This design comes from an exercise in tuning for small area and a short achievable clock period on the open sky130 flow, not from production work.
At most, simulation tests tie the RTL to the original design; equivalence was not proved.
The RTL of runs 1 to 3 was laid out without a check of its function.
Power figures rest on the tool's default switching activity, not on a simulated workload.

===== config.mk =====
export PLATFORM = sky130hd
export DESIGN_NAME = mc_rf_top
export DESIGN_NICKNAME = mc_rf_top
export VERILOG_FILES = /design/flow/design.v
export SDC_FILE = /design/flow/constraint.sdc
export NUM_CORES = 4
export LEC_CHECK = 0
export CAP_MARGIN = 20
export CORE_MARGIN = 2
export CORE_UTILIZATION = 60
export CTS_BUF_LIST = sky130_fd_sc_hd__clkbuf_8
export CTS_CLUSTER_SIZE = 30
export SETUP_SLACK_MARGIN = 4.0
export SLEW_MARGIN = 20

===== constraint.sdc =====
create_clock -name core_clock -period 7.0 [get_ports {clk}]
set_input_delay 1.4000 -clock core_clock [delete_from_list [all_inputs] [get_ports {clk}]]
set_output_delay 1.4000 -clock core_clock [all_outputs]
set_load 0.01 [all_outputs]

===== design.v =====
package mc_pkg;
	parameter int DATA_W = 32;
	parameter int MAX_CS = 8;
	parameter logic [2:0] REG_SEL_VAL = 3'h3;
	parameter logic [4:0] REG_IDX_CSR = 5'd0;
	parameter logic [4:0] REG_IDX_MASK = 5'd2;
	parameter logic [4:0] REG_IDX_CS_BASE = 5'd4;
	parameter logic [2:0] MEM_TYPE_SDRAM = 3'h0;
	parameter logic [DATA_W-1:0] TMS_RESET = '1;
	parameter logic [10:0] MASK_RESET = 11'h7ff;
	typedef struct packed {
		logic cyc;
		logic stb;
		logic we;
		logic [31:0] addr;
		logic [DATA_W-1:0] data;
	} bus_req_t;
	typedef struct packed {
		logic [7:0] rsvd_hi;
		logic [7:0] sel_base;
		logic [6:0] rsvd_mid;
		logic wp;
		logic [3:0] rsvd_lo;
		logic [2:0] mem_type;
		logic en;
	} csc_t;
	typedef struct packed {
		logic [7:0] rfr_ps_val;
		logic [12:0] rsvd_hi;
		logic [2:0] ref_int;
		logic [4:0] rsvd_lo;
		logic fs;
		logic vpen;
		logic sts;
	} csr_t;
	typedef struct packed {
		logic we;
		logic [4:0] idx;
		logic [DATA_W-1:0] data;
	} reg_wr_t;
endpackage
`timescale 1ns/10ps
module mc_rf_top #(
	parameter int NUM_CS = 8
) (
	input  logic clk,
	input  logic rst,
	input  logic bus_cyc_i,
	input  logic bus_stb_i,
	input  logic bus_we_i,
	input  logic [31:0] bus_addr_i,
	input  logic [mc_pkg::DATA_W-1:0] bus_data_i,
	input  logic mc_sts_i,
	input  logic cs_le_i,
	input  logic init_ack_i,
	input  logic lmr_ack_i,
	output logic ack_o,
	output logic [mc_pkg::DATA_W-1:0] rd_data_o,
	output logic wp_err_o,
	output logic [mc_pkg::MAX_CS-1:0] cs_o,
	output logic [mc_pkg::DATA_W-1:0] csc_sel_o,
	output logic [mc_pkg::DATA_W-1:0] tms_sel_o,
	output logic [mc_pkg::MAX_CS-1:0] cs_need_rfr_o,
	output logic [2:0] ref_int_o,
	output logic [7:0] rfr_ps_val_o,
	output logic mc_vpen_o,
	output logic fs_o,
	output logic init_req_o,
	output logic lmr_req_o,
	output logic [mc_pkg::MAX_CS-1:0] spec_req_cs_o
);
	localparam int N = NUM_CS;
	localparam int W = mc_pkg::DATA_W;
	logic reg_sel;
	logic wr_we_q;
	logic [4:0] wr_idx_q;
	assign reg_sel = bus_cyc_i & bus_stb_i & (bus_addr_i[31:29] == mc_pkg::REG_SEL_VAL);
	always_ff @(posedge clk or posedge rst)
	begin
		if (rst)
		begin
			ack_o <= 1'b0;
			wr_we_q <= 1'b0;
		end
		else
		begin
			ack_o <= reg_sel & ~ack_o;
			wr_we_q <= reg_sel & bus_we_i & ~ack_o;
		end
	end
	always_ff @(posedge clk)
		wr_idx_q <= bus_addr_i[6:2];
	logic csr_we, mask_we;
	logic [N-1:0] csc_we, tms_we;
	assign csr_we = wr_we_q & (wr_idx_q == mc_pkg::REG_IDX_CSR);
	assign mask_we = wr_we_q & (wr_idx_q == mc_pkg::REG_IDX_MASK);
	for (genvar i = 0; i < N; i++)
	begin : g_we
		assign csc_we[i] = wr_we_q & (wr_idx_q == 5'(mc_pkg::REG_IDX_CS_BASE + 2 * i));
		assign tms_we[i] = wr_we_q & (wr_idx_q == 5'(mc_pkg::REG_IDX_CS_BASE + 2 * i + 1));
	end
	logic sts_q;
	logic [7:0] rfr_ps_val_q;
	logic [2:0] ref_int_q;
	logic fs_q, vpen_q;
	logic [10:0] mask_q;
	always_ff @(posedge clk or posedge rst)
	begin
		if (rst)
		begin
			sts_q <= 1'b0;
			rfr_ps_val_q <= '0;
			ref_int_q <= '0;
			fs_q <= 1'b0;
			vpen_q <= 1'b0;
			mask_q <= mc_pkg::MASK_RESET;
		end
		else
		begin
			sts_q <= mc_sts_i;
			if (csr_we)
			begin
				rfr_ps_val_q <= bus_data_i[31:24];
				ref_int_q <= bus_data_i[10:8];
				fs_q <= bus_data_i[2];
				vpen_q <= bus_data_i[1];
			end
			if (mask_we)
				mask_q <= bus_data_i[10:0];
		end
	end
	assign ref_int_o = ref_int_q;
	assign rfr_ps_val_o = rfr_ps_val_q;
	assign mc_vpen_o = vpen_q;
	assign fs_o = fs_q;
	logic [N-1:0][W-1:0] csc_q;
	logic [N-1:0][W-1:0] tms_q;
	logic [N-1:0] csc_v;
	logic [N-1:0] tms_v;
	always_ff @(posedge clk)
	begin
		for (int i = 0; i < N; i++)
		begin
			if (csc_we[i])
				csc_q[i] <= bus_data_i;
			if (tms_we[i])
				tms_q[i] <= bus_data_i;
		end
	end
	always_ff @(posedge clk or posedge rst)
	begin
		if (rst)
		begin
			csc_v <= '0;
			tms_v <= '0;
		end
		else
		begin
			csc_v <= csc_v | csc_we;
			tms_v <= tms_v | tms_we;
		end
	end
	logic [N-1:0] en;
	logic [N-1:0] need_rfr;
	logic [N-1:0] wp_bit;
	logic [N-1:0] match;
	for (genvar i = 0; i < N; i++)
	begin : g_slot
		assign en[i] = csc_v[i] & csc_q[i][0];
		assign need_rfr[i] = en[i] & (csc_q[i][3:1] == mc_pkg::MEM_TYPE_SDRAM);
		assign wp_bit[i] = csc_q[i][8];
		assign match[i] = en[i] &
			(((csc_q[i][23:16] ^ bus_addr_i[28:21]) & mask_q[7:0]) == 8'h00);
	end
	always_comb
	begin
		cs_need_rfr_o = '0;
		cs_need_rfr_o[N-1:0] = need_rfr;
	end
	logic [N-1:0] init_pending;
	logic [N-1:0] lmr_pending;
	logic [N-1:0] init_done;
	logic [N-1:0] lmr_done;
	always_ff @(posedge clk or posedge rst)
	begin
		if (rst)
		begin
			init_pending <= '0;
			lmr_pending <= '0;
		end
		else
		begin
			for (int i = 0; i < N; i++)
			begin
				if (init_done[i])
					init_pending[i] <= 1'b0;
				if (csc_we[i] && bus_data_i[0] && bus_data_i[3:1] == mc_pkg::MEM_TYPE_SDRAM)
					init_pending[i] <= 1'b1;
				if (lmr_done[i])
					lmr_pending[i] <= 1'b0;
				if (tms_we[i] && need_rfr[i])
					lmr_pending[i] <= 1'b1;
			end
		end
	end
	logic load;
	logic [N-1:0] sel;
	logic [N-1:0] lower;
	logic tms_fill;
	logic [W-1:0] csc_d;
	logic [W-1:0] tms_d;
	assign load = cs_le_i & bus_cyc_i & bus_stb_i;
	always_comb
	begin
		lower[0] = 1'b0;
		for (int i = 1; i < N; i++)
			lower[i] = lower[i-1] | match[i-1];
		for (int i = 0; i < N - 1; i++)
			sel[i] = match[i] & ~lower[i];
		sel[N-1] = ~lower[N-1];
	end
	always_comb
	begin
		csc_d = '0;
		tms_d = '0;
		tms_fill = 1'b0;
		for (int i = 0; i < N; i++)
		begin
			if (i == N - 1)
				csc_d = csc_d | ({W{sel[i] & csc_v[i]}} & csc_q[i]);
			else
				csc_d = csc_d | ({W{sel[i]}} & csc_q[i]);
			tms_d = tms_d | ({W{sel[i]}} & tms_q[i]);
			tms_fill = tms_fill | (sel[i] & ~tms_v[i]);
		end
		tms_d = tms_d | {W{tms_fill}};
	end
	always_ff @(posedge clk or posedge rst)
	begin
		if (rst)
		begin
			cs_o <= '0;
			wp_err_o <= 1'b0;
			csc_sel_o <= '0;
			tms_sel_o <= mc_pkg::TMS_RESET;
		end
		else if (load)
		begin
			cs_o <= '0;
			cs_o[N-1:0] <= match;
			wp_err_o <= |(match & wp_bit) & bus_we_i;
			csc_sel_o <= csc_d;
			tms_sel_o <= tms_d;
		end
		else if (!bus_cyc_i)
			wp_err_o <= 1'b0;
	end
	logic [W-1:0] rd_d;
	logic [4:0] rd_idx;
	logic rd_csr, rd_mask, rd_fill;
	logic [N-1:0] rd_csc, rd_tms;
	assign rd_idx = bus_addr_i[6:2];
	assign rd_csr = rd_idx == mc_pkg::REG_IDX_CSR;
	assign rd_mask = rd_idx == mc_pkg::REG_IDX_MASK;
	for (genvar i = 0; i < N; i++)
	begin : g_rd
		assign rd_csc[i] = rd_idx == 5'(mc_pkg::REG_IDX_CS_BASE + 2 * i);
		assign rd_tms[i] = rd_idx == 5'(mc_pkg::REG_IDX_CS_BASE + 2 * i + 1);
	end
	always_comb
	begin
		rd_d = ({W{rd_csr}} & {rfr_ps_val_q, 13'b0, ref_int_q, 5'b0, fs_q, vpen_q, mc_sts_i}) |
			({W{rd_mask}} & {{(W - 11){1'b0}}, mask_q});
		rd_fill = 1'b0;
		for (int i = 0; i < N; i++)
		begin
			rd_d = rd_d | ({W{rd_csc[i] & csc_v[i]}} & csc_q[i]) | ({W{rd_tms[i]}} & tms_q[i]);
			rd_fill = rd_fill | (rd_tms[i] & ~tms_v[i]);
		end
		rd_d = rd_d | {W{rd_fill}};
	end
	always_ff @(posedge clk)
		rd_data_o <= rd_d;
	logic init_ack_q, lmr_ack_q;
	logic init_done_q, lmr_done_q;
	logic [N-1:0] grant_q;
	logic [N-1:0] grant_last_q;
	logic [N-1:0] init_first, lmr_first;
	logic done_busy;
	assign init_first = init_pending & (~init_pending + 1'b1);
	assign lmr_first = lmr_pending & (~lmr_pending + 1'b1);
	assign done_busy = init_done_q | lmr_done_q;
	always_ff @(posedge clk or posedge rst)
	begin
		if (rst)
		begin
			grant_q <= '0;
			init_ack_q <= 1'b0;
			lmr_ack_q <= 1'b0;
			init_req_o <= 1'b0;
			lmr_req_o <= 1'b0;
			init_done_q <= 1'b0;
			lmr_done_q <= 1'b0;
		end
		else
		begin
			init_ack_q <= init_ack_i;
			lmr_ack_q <= lmr_ack_i;
			init_done_q <= 1'b0;
			lmr_done_q <= 1'b0;
			if (init_req_o)
			begin
				if (init_ack_q & ~init_ack_i)
				begin
					init_req_o <= 1'b0;
					init_done_q <= 1'b1;
					grant_q <= '0;
				end
			end
			else if (lmr_req_o)
			begin
				if (lmr_ack_q & ~lmr_ack_i)
				begin
					lmr_req_o <= 1'b0;
					lmr_done_q <= 1'b1;
					grant_q <= '0;
				end
			end
			else if (!done_busy && |init_pending)
			begin
				init_req_o <= 1'b1;
				grant_q <= init_first;
			end
			else if (!done_busy && |lmr_pending)
			begin
				lmr_req_o <= 1'b1;
				grant_q <= lmr_first;
			end
		end
	end
	always_ff @(posedge clk)
		grant_last_q <= grant_q;
	assign init_done = {N{init_done_q}} & grant_last_q;
	assign lmr_done = {N{lmr_done_q}} & grant_last_q;
	always_comb
	begin
		spec_req_cs_o = '0;
		spec_req_cs_o[N-1:0] = grant_q;
	end
endmodule

===== flow/run.sh =====
#!/bin/bash
# Standard ORFS layout, with resizing free to change cell footprints and
# plain buffers on the ports.
set -euo pipefail
bash standard.sh MATCH_CELL_FOOTPRINT=0 "BUFFER_PORTS_ARGS=-buffer_cell sky130_fd_sc_hd__buf_2" finish > standard.log 2>&1

===== standard.sh =====
#!/bin/bash
# synth_recipe.tcl (not shown) runs the flow's synth.tcl, then flattens the netlist and writes it again
# the make line also repeats each setting of config.mk as NAME=value (left out here)
make -C /OpenROAD-flow-scripts/flow DESIGN_CONFIG=/design/flow/config.mk WORK_HOME=/design/flow/orfs CLKGATE_MAP_FILE= SYNTH_SCRIPT=/design/flow/synth_recipe.tcl "${@:-finish}"

==> impl_metrics.tcl, run 1 <==
set metrics [dict create \
    syn_nets 2232 \
    start_kind "register" \
    yosysTopAreaCell "sky130_fd_sc_hd__edfxtp_1" \
    floorplan.die_area_sq_um 51800 \
    power_density_nw_per_um2 243 \
    synth-seq-cells 702 \
    synth_area_leaders "sky130_fd_sc_hd__edfxtp_1, sky130_fd_sc_hd__dfrtp_1, sky130_fd_sc_hd__dfstp_2, sky130_fd_sc_hd__a221oi_1, sky130_fd_sc_hd__a22oi_1" \
    ys_warn_count 1 \
    finalHoldViolCount 0 \
    critPathMaxFanout 2 \
    cp_num_cells 3 \
    synth_cell_type_count 69 \
    wire_length_of_the_first_global_routing_pass_um 167000 \
    max-slew-margin-rel 0.196 \
    cap_violations 0 \
    portBuffers 193 \
    cts_inserted_buffers 112 \
    combinational_share_of_power 0.064 \
    synth.cell_area_sq_um 30000 \
    num_vias 24700 \
    cts-root-buf "sky130_fd_sc_hd__clkbuf_8" \
    grt_pass1_vias 23800 \
    placedInstanceArea_sq_um 31800 \
    hold_class "reg2reg" \
    cts_hold_buffers_added 0 \
    place.gp.congestion 0.966 \
    path_type_of_the_worst_setup_path "reg2out" \
    critPathSlowestCell "sky130_fd_sc_hd__dfrtp_1" \
    worst-slew-pin-transition_ns 1.20 \
    ys_seq_area_frac 0.665 \
    critical_path.endpoint_type "output port" \
    cellLeakagePower_nw 12.9 \
    share_of_the_synthesized_area_in_the_top_cell_type 0.512 \
    metal1_wirelength_um 40000 \
    power.sequential.fraction 0.533 \
    count_of_final_max_slew_check_failures 0 \
    wl_per_cell_um 37.1 \
    remaining_drc_errors 0 \
    cts.sinks 702 \
    total_power_mw 8.75 \
    dr_wl_met2_um 50500 \
    tritoncts_clock_tree "done" \
    cts.path.max_buffers 3 \
    layout_min_cycle_time_ns 3.25 \
    hold_depth 0 \
    wirelength_um 120000 \
    synth_cells 2159 \
    cp_num_buf_inv 1 \
    final_clock_skew_ns 0.0328 \
    floorplan.die.width_um 228 \
    grt_setup_unrepaired "true" \
    switching_power_mw 2.13 \
    drt_iter0_drc 5054 \
    cell_internal_pwr_mw 6.62 \
    drive_gt1_frac 0.315 \
    setup-tns-final_ns 0 \
    initial_core_util 0.611 \
    via_per_inst 7.64 \
    synth_edf_count 512 \
    most-common-layout-cells "sky130_fd_sc_hd__edfxtp_1, sky130_fd_sc_hd__buf_2, sky130_fd_sc_hd__nand2_1" \
    antenna_found_initial 7 \
    core_area_sq_um 49200 \
    drt_pass1_iterations 9 \
    global_route.usage.total 0.451 \
    grt_overflow_total 0 \
    routed-wl-met3_um 19700 \
    detailed_place_hpwl_um 63000 \
    arr_time_crit_path_ns 1.85 \
    timing.final.setup_violations 0 \
    crit_family "simple AND/OR/NAND/NOR gates" \
    rows 81 \
    cts-htree-levels 3 \
    clk-insertion-delay-late_ns 0.76 \
    finalCritPeriodShare 0.465 \
    finish.net_count 2542 \
    clk_pin_slew_worst_paths_ns 0.07 \
    synth_ff_type "sky130_fd_sc_hd__edfxtp_1" \
    area_delta_synth_final_pct 20.1 \
    crit_path_cell_trace "nand2_4 -> nor4_4 -> buf_2" \
    ios 210 \
    highest_metal_layer_used_by_the_detailed_router "met5" \
    switching_fraction_of_total_power 0.244 \
    mostFrequentLayoutCell "sky130_fd_sc_hd__edfxtp_1" \
    postSynthAreaPerCell_sq_um 13.9 \
    detail-route-antenna-nets 0 \
    synthArstFlopShare 0.207 \
    die_y_um 228 \
    clock.fmax_ghz 0.307 \
    crit_path_max_incr_delay_ns 0.42 \
    clockPowerShare 0.403 \
    final_area_sq_um 36100 \
    worstRegToRegCells 10 \
    run_status "no timing/DRC/antenna violations" \
    req_time_crit_path_ns 5.60 \
    vdd.ir_drop.worst_mv 0.197 \
    pin_count_of_the_biggest_net_entering_global_routing 146 \
]
[power by group through the flow]
stage / clock network (mW) / registers (mW) / logic [mW]
floorplan: 0 / 4.74 / 0.248
global placement: 0 / 4.73 / 0.494
detailed placement: 0 / 4.74 / 0.500
CTS: 3.51 / 4.66 / 0.528
global route: 3.72 / 4.67 / 0.596
finish: 3.52 / 4.66 / 0.564
[final timing paths]
path	slack (ns)	from	endpoint
worst max-delay path	3.75	csc_v[1]	cs_need_rfr_o[1]
worst min-delay path	0.39	grant_q[2]	grant_last_q[2]
worst max register to register	4.17	mask_q[1]	csc_sel_o[1]
worst min register to register	0.39	grant_q[2]	grant_last_q[2]
max in group asynchronous	5.34	rst	csc_sel_o[11]
min in group asynchronous	0.93	rst	rfr_ps_val_q[5]
[timing repair]
| action | in CTS | in global routing |
|---|---|---|
| gates cloned | 11 | 5 |
| setup endpoints to repair | 113 | 105 |
| buffers inserted | 62 | 32 |
| pin swaps | 33 | 23 |
| resized for setup | 135 | 49 |
[Yosys cell counts (5+ instances only)]
cell,n
sky130_fd_sc_hd__a221oi_1,126
sky130_fd_sc_hd__nor3_1,42
sky130_fd_sc_hd__buf_2,40
sky130_fd_sc_hd__buf_4,10
sky130_fd_sc_hd__o31ai_1,5
sky130_fd_sc_hd__a2bb2oi_1,5
sky130_fd_sc_hd__nand3_1,16
sky130_fd_sc_hd__or2_2,16
sky130_fd_sc_hd__and3_1,28
sky130_fd_sc_hd__clkbuf_1,102
sky130_fd_sc_hd__nor2_1,137
sky130_fd_sc_hd__and4_1,14
sky130_fd_sc_hd__a22o_1,100
sky130_fd_sc_hd__nand4_1,34
sky130_fd_sc_hd__a221o_1,27
sky130_fd_sc_hd__a222oi_1,45
sky130_fd_sc_hd__a41oi_2,22
sky130_fd_sc_hd__inv_1,16
sky130_fd_sc_hd__a21oi_1,12
sky130_fd_sc_hd__dfxtp_1,45
sky130_fd_sc_hd__a22oi_1,133
sky130_fd_sc_hd__xor2_1,61
sky130_fd_sc_hd__buf_1,10
sky130_fd_sc_hd__nand2_1,196
sky130_fd_sc_hd__nor4_1,14
sky130_fd_sc_hd__buf_6,9
sky130_fd_sc_hd__a221oi_2,28
sky130_fd_sc_hd__edfxtp_1,512
sky130_fd_sc_hd__nand2b_1,8
sky130_fd_sc_hd__a31oi_1,9
sky130_fd_sc_hd__dfstp_2,43
sky130_fd_sc_hd__nor2b_1,5
sky130_fd_sc_hd__o21ai_0,42
sky130_fd_sc_hd__mux2_2,26
sky130_fd_sc_hd__a41oi_1,35
sky130_fd_sc_hd__dfrtp_1,102
sky130_fd_sc_hd__o31ai_2,29
[per-layer routing]
layer  up-vias  global-route usage
met5         -                   0
li1       9392                   -
met3       758               0.166
met1     11900               0.579
met4         4               0.296
met2      2723               0.647
[layout make-up]
class,count,area (sq um)
flip-flops and latches,702,20000
fillers,3186,13100
multi-input cells,1268,9980
repair buffers,369,2950
clock buffers,137,1890
well taps,664,831
clock inverters,77,390
inverters,16,63.8
diodes,5,12.5
[through the flow]
stage                      util  hold WS (ns)  worst slack [ns]  cells
after global placement    0.647         0.370              1.85   2909
final                     0.734         0.386              3.75   3238
after detailed placement  0.647         0.373              1.74   2909
after floorplan               -         0.424              3.75   2159
after global routing      0.734         0.409              3.73   3236
after CTS                 0.720         0.387              3.78   3196
[kinds of logic after synthesis]
| family | Yosys count | synth area share |
|---|---|---|
| AND/OR/NAND/NOR | 541 | 0.0853 |
| AO/OA/AOI/OAI | 632 | 0.189 |
| multiplexers | 29 | 0.0108 |
| buffers and inverters | 191 | 0.0307 |
| flip-flops | 702 | 0.665 |
| XOR/XNOR | 64 | 0.0194 |
[worst reg2reg max path, cell delays in order, from the launching register on]
cell,delay (ns)
sky130_fd_sc_hd__dfstp_2,0.72
sky130_fd_sc_hd__a22oi_1,0.17
sky130_fd_sc_hd__nand3_2,0.14
sky130_fd_sc_hd__nor2_4,0.06
sky130_fd_sc_hd__buf_12,0.13
sky130_fd_sc_hd__buf_12,0.13
sky130_fd_sc_hd__buf_4,0.15
sky130_fd_sc_hd__nor4_2,0.39
sky130_fd_sc_hd__buf_4,0.40
sky130_fd_sc_hd__a222oi_1,0.18
sky130_fd_sc_hd__a41oi_1,0.25
[flip-flops by register name, summed over array words and instances, names as in the netlist, 11 cells and up]
signal     count
csc_q        256
tms_q        256
csc_sel_o     32
rd_data_o     32
tms_sel_o     32
mask_q        11
==> run 2: changes to the inputs <==
--- a/config.mk
+++ b/config.mk
@@ -11,4 +11,4 @@
 export CTS_BUF_LIST = sky130_fd_sc_hd__clkbuf_8
 export CTS_CLUSTER_SIZE = 30
-export SETUP_SLACK_MARGIN = 4.0
+export SETUP_SLACK_MARGIN = 4.5
 export SLEW_MARGIN = 20
==> impl_metrics.tcl, run 2 <==
set metrics [dict create \
    cts-root-buf "sky130_fd_sc_hd__clkbuf_8" \
    yosys.area_share.xor_xnor 0.0194 \
    ys_seq_area_frac 0.665 \
    area.sequential_sq_um 20000 \
    via_per_inst 7.66 \
    finalHoldViolCount 0 \
    postSynthAreaPerCell_sq_um 13.9 \
    wire_length_of_the_first_global_routing_pass_um 174000 \
    fin_worst_hold_slack_ns 0.447 \
    vdd.ir_drop.worst_mv 0.193 \
    path_type_of_the_worst_setup_path "reg2out" \
    setup-tns-final_ns 0 \
    synth_top_family_by_area "compound AO/OA/AOI/OAI gates" \
    global_route.usage.total 0.472 \
    hold_class "reg2reg" \
    share_of_the_synthesized_area_in_the_top_cell_type 0.512 \
    grt_setup_unrepaired "true" \
    synth_area_leaders "sky130_fd_sc_hd__edfxtp_1, sky130_fd_sc_hd__dfrtp_1, sky130_fd_sc_hd__dfstp_2, sky130_fd_sc_hd__a221oi_1, sky130_fd_sc_hd__a22oi_1" \
    rows 81 \
    grt_overflow_total 0 \
    wl_per_cell_um 38.3 \
    synth.cell_area_sq_um 30000 \
    synthAdderAreaFrac 0 \
    clk-insertion-delay-late_ns 0.75 \
    power_density_nw_per_um2 230 \
    timing.final.setup_violations 0 \
    area_delta_synth_final_pct 29.1 \
    cts_inserted_buffers 111 \
    crit_path_max_incr_delay_ns 0.47 \
    worst-slew-pin-transition_ns 1.10 \
    pin_count_of_the_biggest_net_entering_global_routing 146 \
    finalCritPeriodShare 0.464 \
    synthMuxAreaShare 0.0108 \
    initial_core_util 0.611 \
    arr_time_crit_path_ns 1.85 \
    cap_violations 0 \
    area_taken_by_multi_input_logic_gates_sq_um 10800 \
    critical_path.endpoint_type "output port" \
    syn_nets 2232 \
    cellLeakagePower_nw 14.1 \
    synth-simple-area-share 0.0853 \
    drt_iter0_drc 5390 \
    tritoncts_clock_tree "done" \
    antenna_found_initial 11 \
    core_area_sq_um 49200 \
    synth-seq-cells 702 \
    start_kind "register" \
    clock.fmax_ghz 0.308 \
    cts_hold_buffers_added 0 \
    grt_pass1_vias 24400 \
    cts.path.max_buffers 3 \
    crit_family "flip-flops" \
    ios 210 \
    critPathSlowestCell "sky130_fd_sc_hd__edfxtp_1" \
    synth.cells.most_frequent "sky130_fd_sc_hd__edfxtp_1, sky130_fd_sc_hd__nand2_1, sky130_fd_sc_hd__nor2_1" \
    yosysTopAreaCell "sky130_fd_sc_hd__edfxtp_1" \
    cts.sinks 702 \
    portBuffers 193 \
    most-common-layout-cells "sky130_fd_sc_hd__edfxtp_1, sky130_fd_sc_hd__buf_4, sky130_fd_sc_hd__nand2_1" \
    die_y_um 228 \
    cp_num_buf_inv 1 \
    largest_registers "csc_q x256, tms_q x256" \
    synthMostInstantiatedCell "sky130_fd_sc_hd__edfxtp_1" \
    synth_ff_type "sky130_fd_sc_hd__edfxtp_1" \
    drive_gt1_frac 0.394 \
    synth_compound_area_frac 0.189 \
    place.gp.congestion 0.943 \
    floorplan.die.width_um 228 \
    synth_edf_count 512 \
    final_clock_skew_ns 0.0374 \
    synth_cells 2159 \
    finish.net_count 2671 \
    count_of_final_max_slew_check_failures 0 \
    clk_pin_slew_worst_paths_ns 0.06 \
    synth_cell_type_count 69 \
    detail-route-antenna-nets 0 \
    detailed_place_hpwl_um 62900 \
    remaining_drc_errors 0 \
    req_time_crit_path_ns 5.60 \
    fillCellCount 2861 \
    critPathMaxFanout 3 \
    floorplan.die_area_sq_um 51800 \
    max-slew-margin-rel 0.256 \
    layout_min_cycle_time_ns 3.25 \
    mostFrequentLayoutCell "sky130_fd_sc_hd__edfxtp_1" \
    run_status "no timing/DRC/antenna violations" \
    drt_pass1_iterations 10 \
    crit_path_cell_trace "nor4_4 -> buf_2" \
    num_vias 25800 \
    ys_warn_count 1 \
    synthArstFlopShare 0.207 \
    cts-htree-levels 3 \
    wirelength_um 129000 \
]
## run 2: layout make-up
| cell class | count | share of cell area |
|---|---|---|
| diodes | 3 | 0.000194 |
| clock buffers | 130 | 0.0462 |
| clock inverters | 81 | 0.0112 |
| inverters | 16 | 0.00187 |
| multi-input cells | 1272 | 0.279 |
| flip-flops and latches | 702 | 0.515 |
| well taps | 664 | 0.0214 |
| repair buffers | 495 | 0.124 |
## run 2: power breakdown
part / switching [mW] / internal (mW) / leakage, nW / total (mW)
logic: 0.437 / 0.338 / 5.97 / 0.774
registers: 0.0877 / 4.58 / 6.77 / 4.67
clock network: 1.69 / 1.80 / 1.33 / 3.49
## run 2: kinds of logic after synthesis
| kind of cell | after synthesis |
|---|---|
| buffers and inverters | 191 |
| DFF | 702 |
| xor gates and xnor gates | 64 |
| muxes | 29 |
| and+or+nand+nor | 541 |
| AOI/OAI and AO/OA | 632 |
## run 2: path summary, 6_finish.rpt
kind | slack, ns | end | cells past startpoint | startpoint
max in group asynchronous | 5.31 | init_req_o | 3 | rst
min in group asynchronous | 0.96 | rfr_ps_val_q[4] | 3 | rst
min | 0.45 | ack_o | 1 | ack_o
max | 3.75 | cs_need_rfr_o[0] | 2 | csc_q[3]
max reg2reg | 4.03 | csc_sel_o[10] | 11 | mask_q[1]
min reg2reg | 0.45 | ack_o | 1 | ack_o
## run 2: routing by layer
| metal | routed length, um | vias up | GRT usage |
|---|---|---|---|
| met5 | 65 | - | 0 |
| met4 | 10800 | 10 | 0.332 |
| met3 | 22700 | 806 | 0.194 |
| met2 | 53800 | 2865 | 0.670 |
| met1 | 41500 | 12400 | 0.589 |
| li1 | - | 9673 | - |
## run 2: repair_timing
| item | in CTS | in global routing |
|---|---|---|
| endpoints found under the setup margin | 307 | 313 |
| setup buffers | 153 | 67 |
| pin swaps | 93 | 59 |
| resized for setup | 362 | 132 |
| hold endpoints to repair | 0 | 0 |
| cloned | 16 | 9 |
## run 2: stage by stage
stage	utilization	cells	setup WS (ns)	cell area, sq um	power [mW]
finish	0.789	3363	3.75	38800	8.93
global route	0.789	3361	3.76	38800	9.13
CTS	0.760	3284	3.74	37400	8.79
detailed placement	0.648	2904	1.63	31800	5.24
global placement	0.648	2904	1.71	31800	5.23
floorplan	-	2159	3.75	30500	5.00
==> run 3: changes to the inputs <==
--- a/config.mk
+++ b/config.mk
@@ -8,7 +8,5 @@
 export CAP_MARGIN = 20
 export CORE_MARGIN = 2
-export CORE_UTILIZATION = 60
-export CTS_BUF_LIST = sky130_fd_sc_hd__clkbuf_8
-export CTS_CLUSTER_SIZE = 30
+export CORE_UTILIZATION = 40
 export SETUP_SLACK_MARGIN = 4.5
 export SLEW_MARGIN = 20
==> impl_metrics.tcl, run 3 <==
set metrics [dict create \
    run_status "no timing/DRC/antenna violations" \
    finish.net_count 2688 \
    place.gp.congestion 0.962 \
    crit_path_max_incr_delay_ns 0.54 \
    synth-seq-cells 702 \
    synth_edf_count 512 \
    cts.sinks 702 \
    synth_top_family_by_area "compound AO/OA/AOI/OAI gates" \
    min_from "grant_q[2]" \
    yosysTopAreaCell "sky130_fd_sc_hd__edfxtp_1" \
    largest_registers "csc_q x256, tms_q x256" \
    clk_pin_slew_worst_paths_ns 0.06 \
    worstRegToRegCells 10 \
    drt_pass1_iterations 10 \
    critPathMaxFanout 8 \
    synth_cells 2159 \
    cts-htree-levels 3 \
    clk-insertion-delay-late_ns 0.65 \
    setup-tns-final_ns 0 \
    synthMuxAreaShare 0.0108 \
    timing.final.setup_violations 0 \
    portBuffers 193 \
    cts.path.max_buffers 3 \
    remaining_drc_errors 0 \
    initial_core_util 0.404 \
    yosys.area_share.xor_xnor 0.0194 \
    ios 210 \
    global_route.usage.total 0.340 \
    cp_num_buf_inv 3 \
    finalHoldViolCount 0 \
    postSynthAreaPerCell_sq_um 13.9 \
    area_delta_synth_final_pct 34.2 \
    ys_seq_area_frac 0.665 \
    synth.cell_area_sq_um 30000 \
    clock.fmax_ghz 0.312 \
    power_density_nw_per_um2 243 \
    cap_violations 0 \
    req_time_crit_path_ns 7.54 \
    num_vias 25500 \
    wl_per_cell_um 37.3 \
    path_type_of_the_worst_setup_path "in2reg" \
    cts_hold_buffers_added 0 \
    floorplan.die.width_um 278 \
    critical_path.startpoint "bus_addr_i[25]" \
    critical_path.endpoint_type "register" \
    fillCellCount 5969 \
    wire_length_of_the_first_global_routing_pass_um 186000 \
    synthArstFlopShare 0.207 \
    via_per_inst 6.99 \
    crit_family "simple AND/OR/NAND/NOR gates" \
    cellLeakagePower_nw 14.5 \
    critPathSlowestCell "sky130_fd_sc_hd__or4_4" \
    regToRegSetupSlack_ns 4.06 \
    rr_startpoint "mask_q[3]" \
    synth_compound_area_frac 0.189 \
    drive_gt1_frac 0.415 \
    synthAdderAreaFrac 0 \
    floorplan.die_area_sq_um 77300 \
    tritoncts_clock_tree "done" \
    start_kind "primary input" \
    wirelength_um 136000 \
    die_y_um 278 \
    synth.cells.most_frequent "sky130_fd_sc_hd__edfxtp_1, sky130_fd_sc_hd__nand2_1, sky130_fd_sc_hd__nor2_1" \
    synth-simple-area-share 0.0853 \
    antenna_found_initial 4 \
    hold_depth 0 \
    syn_nets 2232 \
    max-slew-margin-rel 0.163 \
    cts-root-buf "sky130_fd_sc_hd__clkbuf_16" \
    share_of_the_synthesized_area_in_the_top_cell_type 0.512 \
    core_area_sq_um 74300 \
    grt_pass1_vias 24900 \
    worst_r2r_endpoint "csc_sel_o[16]" \
    final_clock_skew_ns 0.0271 \
    most-common-layout-cells "sky130_fd_sc_hd__edfxtp_1, sky130_fd_sc_hd__buf_4, sky130_fd_sc_hd__nand2_1" \
    grt_overflow_total 0 \
    synth_area_leaders "sky130_fd_sc_hd__edfxtp_1, sky130_fd_sc_hd__dfrtp_1, sky130_fd_sc_hd__dfstp_2, sky130_fd_sc_hd__a221oi_1, sky130_fd_sc_hd__a22oi_1" \
    arr_time_crit_path_ns 3.75 \
    synthMostInstantiatedCell "sky130_fd_sc_hd__edfxtp_1" \
    drt_iter0_drc 4828 \
    crit_path_cell_trace "buf_8 -> xor2_2 -> a22oi_1 -> nand2_1 -> nor2_4 -> or4_4 -> nor3_4 -> buf_12 -> clkbuf_16 -> nand2_4 -> a41oi_2" \
    vdd.ir_drop.worst_mv 0.154 \
    hold_class "reg2reg" \
    detailed_place_hpwl_um 68100 \
    count_of_final_max_slew_check_failures 0 \
    worst-slew-pin-transition_ns 1.26 \
    holdPathEnd "grant_last_q[2]" \
    grt_setup_unrepaired "true" \
    rows 100 \
    fin_worst_hold_slack_ns 0.397 \
    detail-route-antenna-nets 0 \
    pin_count_of_the_biggest_net_entering_global_routing 146 \
    synth_ff_type "sky130_fd_sc_hd__edfxtp_1" \
    layout_min_cycle_time_ns 3.21 \
    synth_cell_type_count 69 \
    mostFrequentLayoutCell "sky130_fd_sc_hd__edfxtp_1" \
    ys_warn_count 1 \
    finalCritPeriodShare 0.458 \
    cts_inserted_buffers 74 \
]
-- run 3: worst max-delay path by stage --
stage                             to  cells after the start
detailed placement      tms_sel_o[5]                     11
global route            tms_sel_o[3]                     12
finish                 csc_sel_o[16]                     11
floorplan              csc_sel_o[17]                     10
global placement       tms_sel_o[18]                     11
CTS                 cs_need_rfr_o[0]                      3
-- run 3: area by class of cell --
type / instances / area [sq um] / area share
multi-input combinational: 1269 / 11000 / 0.274
timing repair buffer: 552 / 5370 / 0.133
sequential: 702 / 20000 / 0.496
clock buffer: 98 / 2100 / 0.0520
clock inverter: 40 / 543 / 0.0135
inverter: 16 / 71.3 / 0.00177
antenna: 4 / 10.0 / 0.000248
tap: 969 / 1210 / 0.0301
-- run 3: worst reg2reg max path: stages (launching register included) --
cell and delay (ns):
sky130_fd_sc_hd__dfstp_2 0.76, sky130_fd_sc_hd__a222oi_1 0.20, sky130_fd_sc_hd__nand4_1 0.18, sky130_fd_sc_hd__buf_6 0.17
sky130_fd_sc_hd__inv_2 0.05, sky130_fd_sc_hd__or4_4 0.56, sky130_fd_sc_hd__nor3_4 0.20, sky130_fd_sc_hd__buf_12 0.21
sky130_fd_sc_hd__clkbuf_16 0.25, sky130_fd_sc_hd__nand2_4 0.06, sky130_fd_sc_hd__a41oi_2 0.20
-- run 3: logic make-up after synthesis --
logic type / after synthesis
xor+xnor: 64
flops: 702
buf+inv: 191
compound gates: 632
mux: 29
simple gates: 541
-- run 3: what timing repair did --
item / 4_1_cts / 5_1_grt
cloned: 23 / 3
setup endpoints to repair: 323 / 231
pin swaps: 117 / 62
resized for setup: 436 / 114
endpoints found under the hold margin: 0 / 0
setup buffers: 203 / 68
-- run 3: report_power, final --
part / total (mW) / switching [mW] / leakage (nW) / internal (mW)
registers: 4.66 / 0.0863 / 6.76 / 4.57
logic: 0.812 / 0.450 / 6.42 / 0.362
clock network: 4.32 / 1.75 / 1.29 / 2.57
total: 9.79 / 2.29 / 14.5 / 7.50
-- run 3: through the flow --
stage | cell area, sq um | setup slack (ns) | power [mW] | instances | util
finish | 40300 | 3.79 | 9.79 | 3650 | 0.542
global route | 40300 | 3.79 | 10.0 | 3646 | 0.542
CTS | 39100 | 3.85 | 9.68 | 3575 | 0.526
detailed placement | 32200 | 2.02 | 5.26 | 3211 | 0.434
global placement | 32200 | 2.07 | 5.26 | 3211 | 0.434
floorplan | 30500 | 3.75 | 5.00 | 2159 | -
-- run 3: layer usage --
layer,GRT usage,wire length [um],up-vias
li1,-,-,9672
met1,0.419,45900,12700
met2,0.507,59100,2506
met3,0.108,20200,690
met4,0.241,11000,6
met5,0,130,-
==> run 4: changes to the inputs <==
--- a/design.v
+++ b/design.v
@@ -168,9 +168,21 @@
 	begin : g_slot
 		assign en[i] = csc_v[i] & csc_q[i][0];
-		assign need_rfr[i] = en[i] & (csc_q[i][3:1] == mc_pkg::MEM_TYPE_SDRAM);
 		assign wp_bit[i] = csc_q[i][8];
 		assign match[i] = en[i] &
 			(((csc_q[i][23:16] ^ bus_addr_i[28:21]) & mask_q[7:0]) == 8'h00);
 	end
+	logic [N-1:0] csc_sdram;
+	for (genvar i = 0; i < N; i++)
+	begin : g_need
+		assign csc_sdram[i] = csc_we[i] & bus_data_i[0] &
+			(bus_data_i[3:1] == mc_pkg::MEM_TYPE_SDRAM);
+	end
+	always_ff @(posedge clk or posedge rst)
+	begin
+		if (rst)
+			need_rfr <= '0;
+		else
+			need_rfr <= (need_rfr & ~csc_we) | csc_sdram;
+	end
 	always_comb
 	begin
@@ -195,5 +207,5 @@
 				if (init_done[i])
 					init_pending[i] <= 1'b0;
-				if (csc_we[i] && bus_data_i[0] && bus_data_i[3:1] == mc_pkg::MEM_TYPE_SDRAM)
+				if (csc_sdram[i])
 					init_pending[i] <= 1'b1;
 				if (lmr_done[i])
@@ -236,4 +248,6 @@
 		tms_d = tms_d | {W{tms_fill}};
 	end
+	logic [W-1:0] tms_sel_n;
+	assign tms_sel_o = ~tms_sel_n;
 	always_ff @(posedge clk or posedge rst)
 	begin
@@ -243,5 +257,5 @@
 			wp_err_o <= 1'b0;
 			csc_sel_o <= '0;
-			tms_sel_o <= mc_pkg::TMS_RESET;
+			tms_sel_n <= '0;
 		end
 		else if (load)
@@ -251,5 +265,5 @@
 			wp_err_o <= |(match & wp_bit) & bus_we_i;
 			csc_sel_o <= csc_d;
-			tms_sel_o <= tms_d;
+			tms_sel_n <= ~tms_d;
 		end
 		else if (!bus_cyc_i)
--- a/config.mk
+++ b/config.mk
@@ -8,5 +8,7 @@
 export CAP_MARGIN = 20
 export CORE_MARGIN = 2
-export CORE_UTILIZATION = 40
-export SETUP_SLACK_MARGIN = 4.5
+export CORE_UTILIZATION = 60
+export CTS_BUF_LIST = sky130_fd_sc_hd__clkbuf_8
+export CTS_CLUSTER_SIZE = 30
+export SETUP_SLACK_MARGIN = 4.2
 export SLEW_MARGIN = 20
==> impl_metrics.tcl, run 4 <==
set metrics [dict create \
    synthMostInstantiatedCell "sky130_fd_sc_hd__edfxtp_1" \
    timing.final.setup_violations 0 \
    synth_area_leaders "sky130_fd_sc_hd__edfxtp_1, sky130_fd_sc_hd__dfrtp_1, sky130_fd_sc_hd__a221oi_1, sky130_fd_sc_hd__a22o_1, sky130_fd_sc_hd__dfxtp_1" \
    start_kind "primary input" \
    holdPathEnd "grant_last_q[6]" \
    wire_length_of_the_first_global_routing_pass_um 164000 \
    worstRegToRegCells 11 \
    finalHoldViolCount 0 \
    postSynthAreaPerCell_sq_um 14.1 \
    clk-insertion-delay-late_ns 0.76 \
    cts.sinks 710 \
    clk_pin_slew_worst_paths_ns 0.07 \
    yosysTopAreaCell "sky130_fd_sc_hd__edfxtp_1" \
    worst_slack_ns 3.70 \
    via_per_inst 7.51 \
    drt_iter0_drc 4730 \
    mostFrequentLayoutCell "sky130_fd_sc_hd__edfxtp_1" \
    detail-route-antenna-nets 0 \
    grt_pass1_vias 23100 \
    run_status "no timing/DRC/antenna violations" \
    critical_path.endpoint_type "register" \
    grt_setup_unrepaired "true" \
    cts-root-buf "sky130_fd_sc_hd__clkbuf_8" \
    share_of_the_synthesized_area_in_the_top_cell_type 0.516 \
    largest_registers "csc_q x256, tms_q x256" \
    synth_edf_count 512 \
    place_ws_ns 1.91 \
    grtUsageMet2 0.676 \
    place.gp.congestion 0.946 \
    portBuffers 193 \
    cts-htree-levels 3 \
    fillCellCount 3197 \
    critPathMaxFanout 8 \
    groute.layer.met1.usage 0.583 \
    synth_cell_type_count 70 \
    detailed_place_hpwl_um 59800 \
    req_time_crit_path_ns 7.69 \
    syn_nets 2190 \
    synth_ff_type "sky130_fd_sc_hd__edfxtp_1" \
    cts_inserted_buffers 111 \
    synthArstFlopShare 0.215 \
    clock.fmax_ghz 0.303 \
    rows 81 \
    final_cells 3189 \
    drive_gt1_frac 0.305 \
    ios 210 \
    most-common-layout-cells "sky130_fd_sc_hd__edfxtp_1, sky130_fd_sc_hd__buf_2, sky130_fd_sc_hd__dfrtp_1" \
    global_route.usage.total 0.461 \
    final_clock_skew_ns 0.0192 \
    remaining_drc_errors 0 \
    synth_cells 2117 \
    finish.net_count 2499 \
    floorplan.die_area_sq_um 51400 \
    regToRegSetupSlack_ns 3.88 \
    rr_startpoint "csc_q[17]" \
    ys_seq_area_frac 0.675 \
    core_area_sq_um 49000 \
    antenna_found_initial 4 \
    cts.path.max_buffers 3 \
    arr_time_crit_path_ns 3.99 \
    finalCritPeriodShare 0.471 \
    hold_depth 0 \
    min_from "grant_q[6]" \
    grt_overflow_total 0 \
    die_y_um 227 \
    placedCellCount 2872 \
    pin_count_of_the_biggest_net_entering_global_routing 154 \
    max-slew-margin-rel 0.303 \
    floorplan.die.width_um 227 \
    num_vias 23900 \
    synth-seq-cells 710 \
    setup-tns-final_ns 0 \
    wl_per_cell_um 37.7 \
    path_type_of_the_worst_setup_path "in2reg" \
    worst-slew-pin-transition_ns 1.04 \
    finalCoreUtilization 0.742 \
    synth.cell_area_sq_um 29800 \
    wirelength_um 120000 \
    drt_pass1_iterations 10 \
    cts_hold_buffers_added 0 \
    cellLeakagePower_nw 13.3 \
    ys_warn_count 1 \
    count_of_final_max_slew_check_failures 0 \
    area_delta_synth_final_pct 22.0 \
    cap_violations 0 \
    global_route.peak_usage_layer "met2" \
    hold_class "reg2reg" \
    worst_r2r_endpoint "tms_sel_n[0]" \
    vdd.ir_drop.worst_mv 0.199 \
    total_power_mw 8.69 \
    grt_met3_usage 0.164 \
    synth.cells.most_frequent "sky130_fd_sc_hd__edfxtp_1, sky130_fd_sc_hd__dfrtp_1, sky130_fd_sc_hd__a221oi_1" \
    initial_core_util 0.608 \
    power_density_nw_per_um2 239 \
    layout_min_cycle_time_ns 3.30 \
    tritoncts_clock_tree "done" \
]
[run 4: cell types whose count changed in the layout (fill, tap and decap cells not counted), sizes merged, moves of 32 or more]
| cell | delta |
|---|---|
| dfrtp | +40 |
| nand2 | -125 |
| mux2 | +35 |
| a41oi | -57 |
| dfstp | -32 |
| buf | -201 |
| inv | +105 |
| a32o | +33 |
| a211oi | +33 |
| a21oi | +55 |
| nor3 | -33 |
[run 4: how the worst max path moves through the flow]
| stage | from | endpoint | slack [ns] | cells past startpoint |
|---|---|---|---|---|
| floorplan | bus_addr_i[23] | tms_sel_n[0] | 3.47 | 12 |
| global placement | bus_addr_i[25] | tms_sel_n[7] | 1.95 | 10 |
| detailed placement | bus_addr_i[25] | tms_sel_n[7] | 1.91 | 10 |
| CTS | bus_addr_i[22] | tms_sel_n[20] | 3.97 | 12 |
| global route | bus_addr_i[22] | tms_sel_n[0] | 3.69 | 12 |
| finish | bus_addr_i[22] | tms_sel_n[0] | 3.70 | 12 |
[run 4: repair_timing]
item,in CTS,in global routing
setup buffers,57,21
endpoints found under the hold margin,0,0
pin swaps,85,34
gates resized for setup,244,65
setup endpoints to repair,119,106
cloned,22,5
[run 4: cells by family (layout without fill, tap and decap cells)]
kind of cell	Yosys count	after routing	share of synthesized area
DFF	710	710	0.675
AOI/OAI and AO/OA	667	667	0.183
and+or+nand+nor	374	379	0.0644
buffers and inverters	239	641	0.0339
xor gates and xnor gates	64	64	0.0191
muxes	63	63	0.0238
other	0	1	0
[run 4: layer usage]
metal	share of wire	routed length (um)	vias up
met4	0.084	10000	6
li1	-	-	9178
met1	0.33	39500	11500
met5	0.00028	34	-
met2	0.43	51300	2529
met3	0.16	19200	726
[run 4: power breakdown]
| part | internal (mW) | total [mW] | switching, mW |
|---|---|---|---|
| Combinational | 0.221 | 0.590 | 0.370 |
| Clock | 1.72 | 3.40 | 1.68 |
| Sequential | 4.62 | 4.70 | 0.0855 |
[run 4: cell type report]
| type | instances | area (sq um) | area share |
|---|---|---|---|
| clock buffer | 122 | 1680 | 0.0462 |
| antenna | 1 | 2.50 | 0.0000689 |
| clock inverter | 89 | 468 | 0.0129 |
| tap | 664 | 831 | 0.0229 |
| timing repair buffer | 352 | 3050 | 0.0839 |
| multi-input combinational | 1173 | 9890 | 0.272 |
| sequential | 710 | 20100 | 0.554 |
| inverter | 78 | 300 | 0.00826 |
[run 4: stage by stage]
stage / hold WS (ns) / cell area (sq um)
4_1_cts: 0.393 / 35700
5_1_grt: 0.411 / 36300
2_1_floorplan: 0.428 / 30000
3_3_place_gp: 0.377 / 31600
3_5_place_dp: 0.381 / 31600
6_report: 0.391 / 36300
[run 4: critical path: stages]
cell	delay [ns]
sky130_fd_sc_hd__buf_12	0.11
sky130_fd_sc_hd__xor2_4	0.15
sky130_fd_sc_hd__a222oi_1	0.42
sky130_fd_sc_hd__nand3_2	0.23
sky130_fd_sc_hd__nor2_4	0.20
sky130_fd_sc_hd__buf_6	0.13
sky130_fd_sc_hd__or3_4	0.25
sky130_fd_sc_hd__nor2_4	0.08
sky130_fd_sc_hd__buf_6	0.15
sky130_fd_sc_hd__buf_12	0.15
sky130_fd_sc_hd__a222oi_1	0.46
sky130_fd_sc_hd__a32o_1	0.24
==> run 5: changes to the inputs <==
--- a/design.v
+++ b/design.v
@@ -168,21 +168,9 @@
 	begin : g_slot
 		assign en[i] = csc_v[i] & csc_q[i][0];
+		assign need_rfr[i] = en[i] & (csc_q[i][3:1] == mc_pkg::MEM_TYPE_SDRAM);
 		assign wp_bit[i] = csc_q[i][8];
 		assign match[i] = en[i] &
 			(((csc_q[i][23:16] ^ bus_addr_i[28:21]) & mask_q[7:0]) == 8'h00);
 	end
-	logic [N-1:0] csc_sdram;
-	for (genvar i = 0; i < N; i++)
-	begin : g_need
-		assign csc_sdram[i] = csc_we[i] & bus_data_i[0] &
-			(bus_data_i[3:1] == mc_pkg::MEM_TYPE_SDRAM);
-	end
-	always_ff @(posedge clk or posedge rst)
-	begin
-		if (rst)
-			need_rfr <= '0;
-		else
-			need_rfr <= (need_rfr & ~csc_we) | csc_sdram;
-	end
 	always_comb
 	begin
@@ -207,5 +195,5 @@
 				if (init_done[i])
 					init_pending[i] <= 1'b0;
-				if (csc_sdram[i])
+				if (csc_we[i] && bus_data_i[0] && bus_data_i[3:1] == mc_pkg::MEM_TYPE_SDRAM)
 					init_pending[i] <= 1'b1;
 				if (lmr_done[i])
@@ -248,6 +236,4 @@
 		tms_d = tms_d | {W{tms_fill}};
 	end
-	logic [W-1:0] tms_sel_n;
-	assign tms_sel_o = ~tms_sel_n;
 	always_ff @(posedge clk or posedge rst)
 	begin
@@ -257,5 +243,5 @@
 			wp_err_o <= 1'b0;
 			csc_sel_o <= '0;
-			tms_sel_n <= '0;
+			tms_sel_o <= mc_pkg::TMS_RESET;
 		end
 		else if (load)
@@ -265,5 +251,5 @@
 			wp_err_o <= |(match & wp_bit) & bus_we_i;
 			csc_sel_o <= csc_d;
-			tms_sel_n <= ~tms_d;
+			tms_sel_o <= tms_d;
 		end
 		else if (!bus_cyc_i)
@@ -271,26 +257,18 @@
 	end
 	logic [W-1:0] rd_d;
-	logic [4:0] rd_idx;
-	logic rd_csr, rd_mask, rd_fill;
-	logic [N-1:0] rd_csc, rd_tms;
-	assign rd_idx = bus_addr_i[6:2];
-	assign rd_csr = rd_idx == mc_pkg::REG_IDX_CSR;
-	assign rd_mask = rd_idx == mc_pkg::REG_IDX_MASK;
-	for (genvar i = 0; i < N; i++)
-	begin : g_rd
-		assign rd_csc[i] = rd_idx == 5'(mc_pkg::REG_IDX_CS_BASE + 2 * i);
-		assign rd_tms[i] = rd_idx == 5'(mc_pkg::REG_IDX_CS_BASE + 2 * i + 1);
-	end
 	always_comb
 	begin
-		rd_d = ({W{rd_csr}} & {rfr_ps_val_q, 13'b0, ref_int_q, 5'b0, fs_q, vpen_q, mc_sts_i}) |
-			({W{rd_mask}} & {{(W - 11){1'b0}}, mask_q});
-		rd_fill = 1'b0;
+		rd_d = '0;
+		if (bus_addr_i[6:2] == mc_pkg::REG_IDX_CSR)
+			rd_d = {rfr_ps_val_q, 13'b0, ref_int_q, 5'b0, fs_q, vpen_q, mc_sts_i};
+		if (bus_addr_i[6:2] == mc_pkg::REG_IDX_MASK)
+			rd_d = {{(W - 11){1'b0}}, mask_q};
 		for (int i = 0; i < N; i++)
 		begin
-			rd_d = rd_d | ({W{rd_csc[i] & csc_v[i]}} & csc_q[i]) | ({W{rd_tms[i]}} & tms_q[i]);
-			rd_fill = rd_fill | (rd_tms[i] & ~tms_v[i]);
+			if (bus_addr_i[6:2] == 5'(mc_pkg::REG_IDX_CS_BASE + 2 * i))
+				rd_d = csc_q[i] & {W{csc_v[i]}};
+			if (bus_addr_i[6:2] == 5'(mc_pkg::REG_IDX_CS_BASE + 2 * i + 1))
+				rd_d = tms_q[i] | {W{~tms_v[i]}};
 		end
-		rd_d = rd_d | {W{rd_fill}};
 	end
 	always_ff @(posedge clk)
==> run.sh (new file) <==
#!/bin/bash
# synth_recipe.tcl (not shown) runs the flow's synth.tcl, then flattens the netlist and writes it again
# the make line also repeats each setting of config.mk as NAME=value (left out here)
make -C /OpenROAD-flow-scripts/flow DESIGN_CONFIG=/design/flow/config.mk WORK_HOME=/design/flow/orfs CLKGATE_MAP_FILE= SYNTH_SCRIPT=/design/flow/synth_recipe.tcl finish
--- a/config.mk
+++ b/config.mk
@@ -8,7 +8,4 @@
 export CAP_MARGIN = 20
 export CORE_MARGIN = 2
-export CORE_UTILIZATION = 60
-export CTS_BUF_LIST = sky130_fd_sc_hd__clkbuf_8
-export CTS_CLUSTER_SIZE = 30
-export SETUP_SLACK_MARGIN = 4.2
+export CORE_UTILIZATION = 40
 export SLEW_MARGIN = 20
removed: flow/run.sh
removed: standard.sh
==> impl_metrics.tcl, run 5 <==
set metrics [dict create \
    run_status "no timing/DRC/antenna violations" \
    req_time_crit_path_ns 7.42 \
    power.sequential.fraction 0.492 \
    place.gp.congestion 0.943 \
    num_vias 25900 \
    holdPathEnd "grant_last_q[4]" \
    worst-slew-pin-transition_ns 1.25 \
    switching_fraction_of_total_power 0.234 \
    vdd.ir_drop.worst_mv 0.181 \
    drive_gt1_frac 0.137 \
    count_of_final_max_slew_check_failures 0 \
    clk_pin_slew_worst_paths_ns 0.06 \
    synth_area_leaders "sky130_fd_sc_hd__edfxtp_1, sky130_fd_sc_hd__dfrtp_1, sky130_fd_sc_hd__dfstp_2, sky130_fd_sc_hd__a21oi_1, sky130_fd_sc_hd__o21ai_0" \
    area_delta_synth_final_pct 17.8 \
    cellLeakagePower_nw 12.5 \
    hold_class "reg2reg" \
    critPathMaxFanout 19 \
    post_cts_resize_count 0 \
    post-cts-setup-buffers 0 \
    worstRegToRegCells 8 \
    cts_inserted_buffers 78 \
    rr_startpoint "csc_q[23]" \
    drt_iter0_drc 3979 \
    cts.sinks 702 \
    rows 103 \
    drt_pass1_iterations 6 \
    most-common-layout-cells "sky130_fd_sc_hd__edfxtp_1, sky130_fd_sc_hd__a21oi_1, sky130_fd_sc_hd__nand2_1" \
    floorplan.die_area_sq_um 81600 \
    setup-tns-final_ns 0 \
    finalHoldViolCount 0 \
    initial_core_util 0.403 \
    wirelength_um 131000 \
    synth_cell_type_count 73 \
    cts.path.max_buffers 3 \
    syn_nets 2712 \
    ys_warn_count 1 \
    max-slew-margin-rel 0.166 \
    share_of_the_synthesized_area_in_the_top_cell_type 0.484 \
    portBuffers 193 \
    synth.cell_area_sq_um 31700 \
    critical_path.endpoint_type "register" \
    wire_length_of_the_first_global_routing_pass_um 184000 \
    cell_internal_pwr_mw 7.26 \
    switching_power_mw 2.22 \
    synthMostInstantiatedCell "sky130_fd_sc_hd__edfxtp_1" \
    ys_seq_area_frac 0.629 \
    postSynthAreaPerCell_sq_um 12.0 \
    via_per_inst 6.66 \
    min_from "grant_q[4]" \
    regToRegSetupSlack_ns 3.04 \
    final_area_sq_um 37400 \
    power_density_nw_per_um2 254 \
    worst_r2r_endpoint "tms_sel_o[5]" \
    layout_min_cycle_time_ns 5.20 \
    timing.final.setup_violations 0 \
    synth_ff_type "sky130_fd_sc_hd__edfxtp_1" \
    finalCritPeriodShare 0.743 \
    grt_overflow_total 0 \
    synth.cells.most_frequent "sky130_fd_sc_hd__edfxtp_1, sky130_fd_sc_hd__a21oi_1, sky130_fd_sc_hd__nand2_1" \
    grt_pass1_vias 25500 \
    remaining_drc_errors 0 \
    final_clock_skew_ns 0.0279 \
    arr_time_crit_path_ns 5.63 \
    yosysTopAreaCell "sky130_fd_sc_hd__edfxtp_1" \
    finish.net_count 2845 \
    tritoncts_clock_tree "done" \
    pin_count_of_the_biggest_net_entering_global_routing 78 \
    core_area_sq_um 78700 \
    clk-insertion-delay-late_ns 0.65 \
    start_kind "primary input" \
    clock.fmax_ghz 0.192 \
    detail-route-antenna-nets 0 \
    ios 210 \
    synth-seq-cells 702 \
    hold_depth 0 \
    wl_per_cell_um 33.7 \
    detailed_place_hpwl_um 80000 \
    die_y_um 286 \
    path_type_of_the_worst_setup_path "in2reg" \
    cap_violations 0 \
    synthArstFlopShare 0.207 \
    fillCellCount 6958 \
    fin_worst_hold_slack_ns 0.402 \
    largest_registers "csc_q x256, tms_q x256" \
    floorplan.die.width_um 286 \
    clockPowerShare 0.436 \
    antenna_found_initial 9 \
    synth_cells 2639 \
    synth_edf_count 512 \
    placedInstanceArea_sq_um 34800 \
    combinational_share_of_power 0.072 \
    cts-htree-levels 3 \
    global_route.usage.total 0.315 \
    grt_setup_unrepaired "false" \
    mostFrequentLayoutCell "sky130_fd_sc_hd__edfxtp_1" \
    cts_hold_buffers_added 0 \
    cts-root-buf "sky130_fd_sc_hd__clkbuf_16" \
]
==> run 5: cell families (layout without fill, tap and decap cells) <==
family,after synthesis,in the layout,synth area share
AO/OA/AOI/OAI,908,908,0.198
flip-flops,702,702,0.629
AND/OR/NAND/NOR,673,673,0.102
buffers and inverters,229,427,0.0317
XOR/XNOR,64,64,0.0179
multiplexers,63,63,0.0221
other,0,5,0
==> run 5: area by class of cell <==
cell class | count | area [sq um] | share of cell area
well taps | 1050 | 1310 | 0.0351
clock buffers | 112 | 2240 | 0.0600
repair buffers | 266 | 2500 | 0.0669
flip-flops and latches | 702 | 20000 | 0.534
diodes | 5 | 12.5 | 0.000335
multi-input cells | 1708 | 11000 | 0.293
clock inverters | 33 | 320 | 0.00857
inverters | 16 | 65.1 | 0.00174
==> run 5: metrics by stage <==
stage	power [mW]	util	setup slack, ns	instances
detailed placement	5.42	0.442	1.53	3742
CTS	9.51	0.474	2.20	3887
global placement	5.41	0.442	1.58	3742
global route	9.74	0.475	1.87	3890
finish	9.48	0.475	1.80	3892
floorplan	5.02	-	1.78	2639
==> run 5: per-layer routing <==
metal  part of all wire  vias to the layer above  global-route usage
li1                   -                    10500                   -
met1               0.35                    12900               0.399
met2               0.47                     2019               0.508
met3               0.12                      443              0.0702
met4              0.057                        2               0.161
met5           0.000038                        -                   0
==> run 5: how the worst max path moves through the flow <==
| stage | startpoint | endpoint | slack [ns] | cells after the start |
|---|---|---|---|---|
| final | bus_addr_i[3] | rd_data_o[3] | 1.80 | 10 |
| after global routing | bus_addr_i[3] | rd_data_o[3] | 1.87 | 10 |
| after global placement | bus_addr_i[27] | csc_sel_o[3] | 1.58 | 11 |
| after floorplan | rst | ack_o | 1.78 | 1 |
| after CTS | bus_addr_i[27] | tms_sel_o[6] | 2.20 | 11 |
| after detailed placement | bus_addr_i[27] | tms_sel_o[6] | 1.53 | 11 |
==> run 5: power groups by stage <==
stage	sequential [mW]	clock [mW]	combinational (mW)
detailed placement	4.75	0	0.676
global placement	4.75	0	0.667
global route	4.68	4.33	0.730
floorplan	4.73	0	0.290
finish	4.67	4.13	0.683
CTS	4.66	4.17	0.679
==> run 5: critical path, cell delays in order <==
cell,delay (ns)
sky130_fd_sc_hd__clkdlybuf4s50_1,1.08
sky130_fd_sc_hd__nand2_1,0.25
sky130_fd_sc_hd__nor2b_1,0.18
sky130_fd_sc_hd__buf_4,0.33
sky130_fd_sc_hd__nand2_1,0.49
sky130_fd_sc_hd__buf_4,0.43
sky130_fd_sc_hd__o211ai_1,0.21
sky130_fd_sc_hd__a21oi_1,0.09
sky130_fd_sc_hd__a211oi_1,0.76
sky130_fd_sc_hd__o31ai_1,0.38
==> run 6: changes to the inputs <==
--- a/config.mk
+++ b/config.mk
@@ -9,3 +9,4 @@
 export CORE_MARGIN = 2
 export CORE_UTILIZATION = 40
+export SETUP_SLACK_MARGIN = 4.5
 export SLEW_MARGIN = 20
==> impl_metrics.tcl, run 6 <==
set metrics [dict create \
    global_route.usage.total 0.378 \
    clk-insertion-delay-late_ns 0.69 \
    postSynthAreaPerCell_sq_um 12.0 \
    cts.path.max_buffers 3 \
    cts-root-buf "sky130_fd_sc_hd__clkbuf_16" \
    arr_time_crit_path_ns 4.01 \
    hold_class "reg2reg" \
    place_ws_ns 1.26 \
    synth_cells 2639 \
    timing.final.setup_violations 0 \
    worst_slack_ns 3.57 \
    grt_setup_unrepaired "true" \
    critPathMaxFanout 7 \
    worst-slew-pin-transition_ns 1.20 \
    wl_per_cell_um 39.5 \
    wirelength_um 171000 \
    synthMostInstantiatedCell "sky130_fd_sc_hd__edfxtp_1" \
    finish.net_count 3256 \
    ys_seq_area_frac 0.629 \
    detail-route-antenna-nets 0 \
    cts_inserted_buffers 80 \
    largest_registers "csc_q x256, tms_q x256" \
    num_vias 30900 \
    synth.cells.most_frequent "sky130_fd_sc_hd__edfxtp_1, sky130_fd_sc_hd__a21oi_1, sky130_fd_sc_hd__nand2_1" \
    grt_overflow_total 0 \
    req_time_crit_path_ns 7.57 \
    die_y_um 286 \
    wire_length_of_the_first_global_routing_pass_um 216000 \
    drt_iter0_drc 6356 \
    cts_hold_buffers_added 0 \
    final_clock_skew_ns 0.0480 \
    finalHoldViolCount 0 \
    regToRegSetupSlack_ns 3.74 \
    count_of_final_max_slew_check_failures 0 \
    setup-tns-final_ns 0 \
    cts.sinks 702 \
    finalCritPeriodShare 0.491 \
    detailed_place_hpwl_um 78200 \
    synthArstFlopShare 0.207 \
    portBuffers 193 \
    total_power_mw 9.95 \
    via_per_inst 7.14 \
    synth_cell_type_count 73 \
    synth_ff_type "sky130_fd_sc_hd__edfxtp_1" \
    area_delta_synth_final_pct 41.4 \
    cap_violations 0 \
    cellLeakagePower_nw 16.2 \
    rows 103 \
    antenna_found_initial 21 \
    synth_area_leaders "sky130_fd_sc_hd__edfxtp_1, sky130_fd_sc_hd__dfrtp_1, sky130_fd_sc_hd__dfstp_2, sky130_fd_sc_hd__a21oi_1, sky130_fd_sc_hd__o21ai_0" \
    remaining_drc_errors 0 \
    yosysTopAreaCell "sky130_fd_sc_hd__edfxtp_1" \
    vdd.ir_drop.worst_mv 0.221 \
    path_type_of_the_worst_setup_path "in2reg" \
    most-common-layout-cells "sky130_fd_sc_hd__edfxtp_1, sky130_fd_sc_hd__buf_4, sky130_fd_sc_hd__a21oi_1" \
    initial_core_util 0.403 \
    fillCellCount 6051 \
    start_kind "primary input" \
    floorplan.die_area_sq_um 81600 \
    synth-seq-cells 702 \
    place.gp.congestion 0.926 \
    synth_edf_count 512 \
    grt_pass1_vias 28800 \
    clock.fmax_ghz 0.291 \
    share_of_the_synthesized_area_in_the_top_cell_type 0.484 \
    ios 210 \
    floorplan.die.width_um 286 \
    clk_pin_slew_worst_paths_ns 0.06 \
    max-slew-margin-rel 0.203 \
    drt_pass1_iterations 12 \
    tritoncts_clock_tree "done" \
    layout_min_cycle_time_ns 3.43 \
    synth.cell_area_sq_um 31700 \
    drive_gt1_frac 0.385 \
    run_status "no timing/DRC/antenna violations" \
    critical_path.endpoint_type "register" \
    power_density_nw_per_um2 222 \
    pin_count_of_the_biggest_net_entering_global_routing 146 \
    core_area_sq_um 78700 \
    syn_nets 2712 \
    cts-htree-levels 3 \
    ys_warn_count 1 \
    mostFrequentLayoutCell "sky130_fd_sc_hd__edfxtp_1" \
]
-- run 6: cell count changes in the layout (fill, tap and decap cells not counted), sizes merged, moves of 4 or more --
| cell | change |
|---|---|
| and2 | +4 |
| and3 | +13 |
| buf | +505 |
| bufbuf | +13 |
| clkbuf | +15 |
| clkdlybuf4s50 | -154 |
| diode | +14 |
| dlygate4sd2 | +4 |
| nand2 | +7 |
-- run 6: layout make-up --
class / count / area, sq um / share of cell area
diodes: 19 / 47.5 / 0.00106
clock buffers: 115 / 2240 / 0.0500
clock inverters: 34 / 404 / 0.00901
inverters: 16 / 63.8 / 0.00142
multi-input cells: 1736 / 13300 / 0.297
flip-flops and latches: 702 / 20000 / 0.446
well taps: 1050 / 1310 / 0.0293
repair buffers: 647 / 7470 / 0.167
-- run 6: layer usage --
metal | part of all wire | global-route usage | wire length, um | up-vias
met5 | 0.0025 | 0.00523 | 422 | -
met4 | 0.11 | 0.298 | 18700 | 18
met3 | 0.17 | 0.160 | 28700 | 1221
met2 | 0.41 | 0.557 | 69700 | 3393
met1 | 0.31 | 0.432 | 53000 | 14800
li1 | - | - | - | 11400
-- run 6: final timing paths --
| kind | startpoint | endpoint | cells after the start |
|---|---|---|---|
| setup / recovery | bus_addr_i[27] | tms_sel_o[12] | 14 |
| hold / removal | ack_o | ack_o | 1 |
| setup reg to reg | mask_q[6] | tms_sel_o[12] | 11 |
| hold reg to reg | ack_o | ack_o | 1 |
| max in group asynchronous | rst | csc_v[7] | 3 |
| min in group asynchronous | rst | cs_o[4] | 3 |
-- run 6: kinds of logic after synthesis --
| kind of cell | after synthesis | share of synthesized area |
|---|---|---|
| compound gates | 908 | 0.198 |
| flops | 702 | 0.629 |
| buf+inv | 229 | 0.0317 |
| xor+xnor | 64 | 0.0179 |
| simple gates | 673 | 0.102 |
| mux | 63 | 0.0221 |
-- run 6: critical path: stages --
cell and delay [ns]:
sky130_fd_sc_hd__buf_12 0.11, sky130_fd_sc_hd__xor2_2 0.13, sky130_fd_sc_hd__a222oi_1 0.34, sky130_fd_sc_hd__buf_4 0.19
sky130_fd_sc_hd__and4_4 0.25, sky130_fd_sc_hd__buf_12 0.14, sky130_fd_sc_hd__nor3b_4 0.05, sky130_fd_sc_hd__o31ai_2 0.28
sky130_fd_sc_hd__o211ai_1 0.22, sky130_fd_sc_hd__nor3_4 0.20, sky130_fd_sc_hd__buf_12 0.17, sky130_fd_sc_hd__buf_8 0.16
sky130_fd_sc_hd__clkbuf_16 0.21, sky130_fd_sc_hd__a41oi_2 0.13
-- run 6: per-stage QoR --
stage	area, sq um	std cells	hold WS [ns]	utilization
global placement	35100	3735	0.376	0.445
detailed placement	35100	3735	0.387	0.445
floorplan	32600	2639	0.424	-
global route	44800	4305	0.475	0.569
CTS	42500	4174	0.425	0.540
finish	44900	4319	0.465	0.570
-- run 6: timing repair --
action	4_1_cts	5_1_grt
buffers inserted	236	109
endpoints found under the setup margin	345	360
pin swaps	159	164
gates cloned	54	17
resized for setup	1191	220
-- run 6: power breakdown --
group          internal, mW  switching [mW]
sequential             4.57           0.105
clock                  2.45            1.88
combinational         0.412           0.543

==> re-timing with driven ports <==
The results above use ideal ports. As a check the final layouts listed here were re-extracted and re-timed, cells and wires unchanged.
Step 1 assumes that a clkbuf_16 drives the clock port and a buf_2 every other input.
Step 2, shift: input delay + t, output delay - t, t = (earliest + latest rising clock arrival at the registers) / 2. This alone moves slack from input paths to output paths.
Three values: no drivers, after step 1, after step 2; two values: the first two.
run	t (ns)	setup WS [ns]	slew at the worst register clock pin (ns)
run 1	0.799	3.745 / 3.687 / 3.091	0.07 / 0.07
run 2	0.796	3.755 / 3.691 / 3.077	0.07 / 0.07
run 3	0.701	3.792 / 3.729 / 3.029	0.07 / 0.07
run 4	0.813	3.703 / 3.702 / 2.889	0.07 / 0.07
run 5	0.698	1.796 / 1.828 / 1.130	0.06 / 0.06
run 6	0.738	3.565 / 3.554 / 2.816	0.07 / 0.07
After both steps every run listed still meets setup and hold. The setup slack of run 4, which loses most, moves by -0.001 ns with the drivers and by -0.814 ns with both steps.
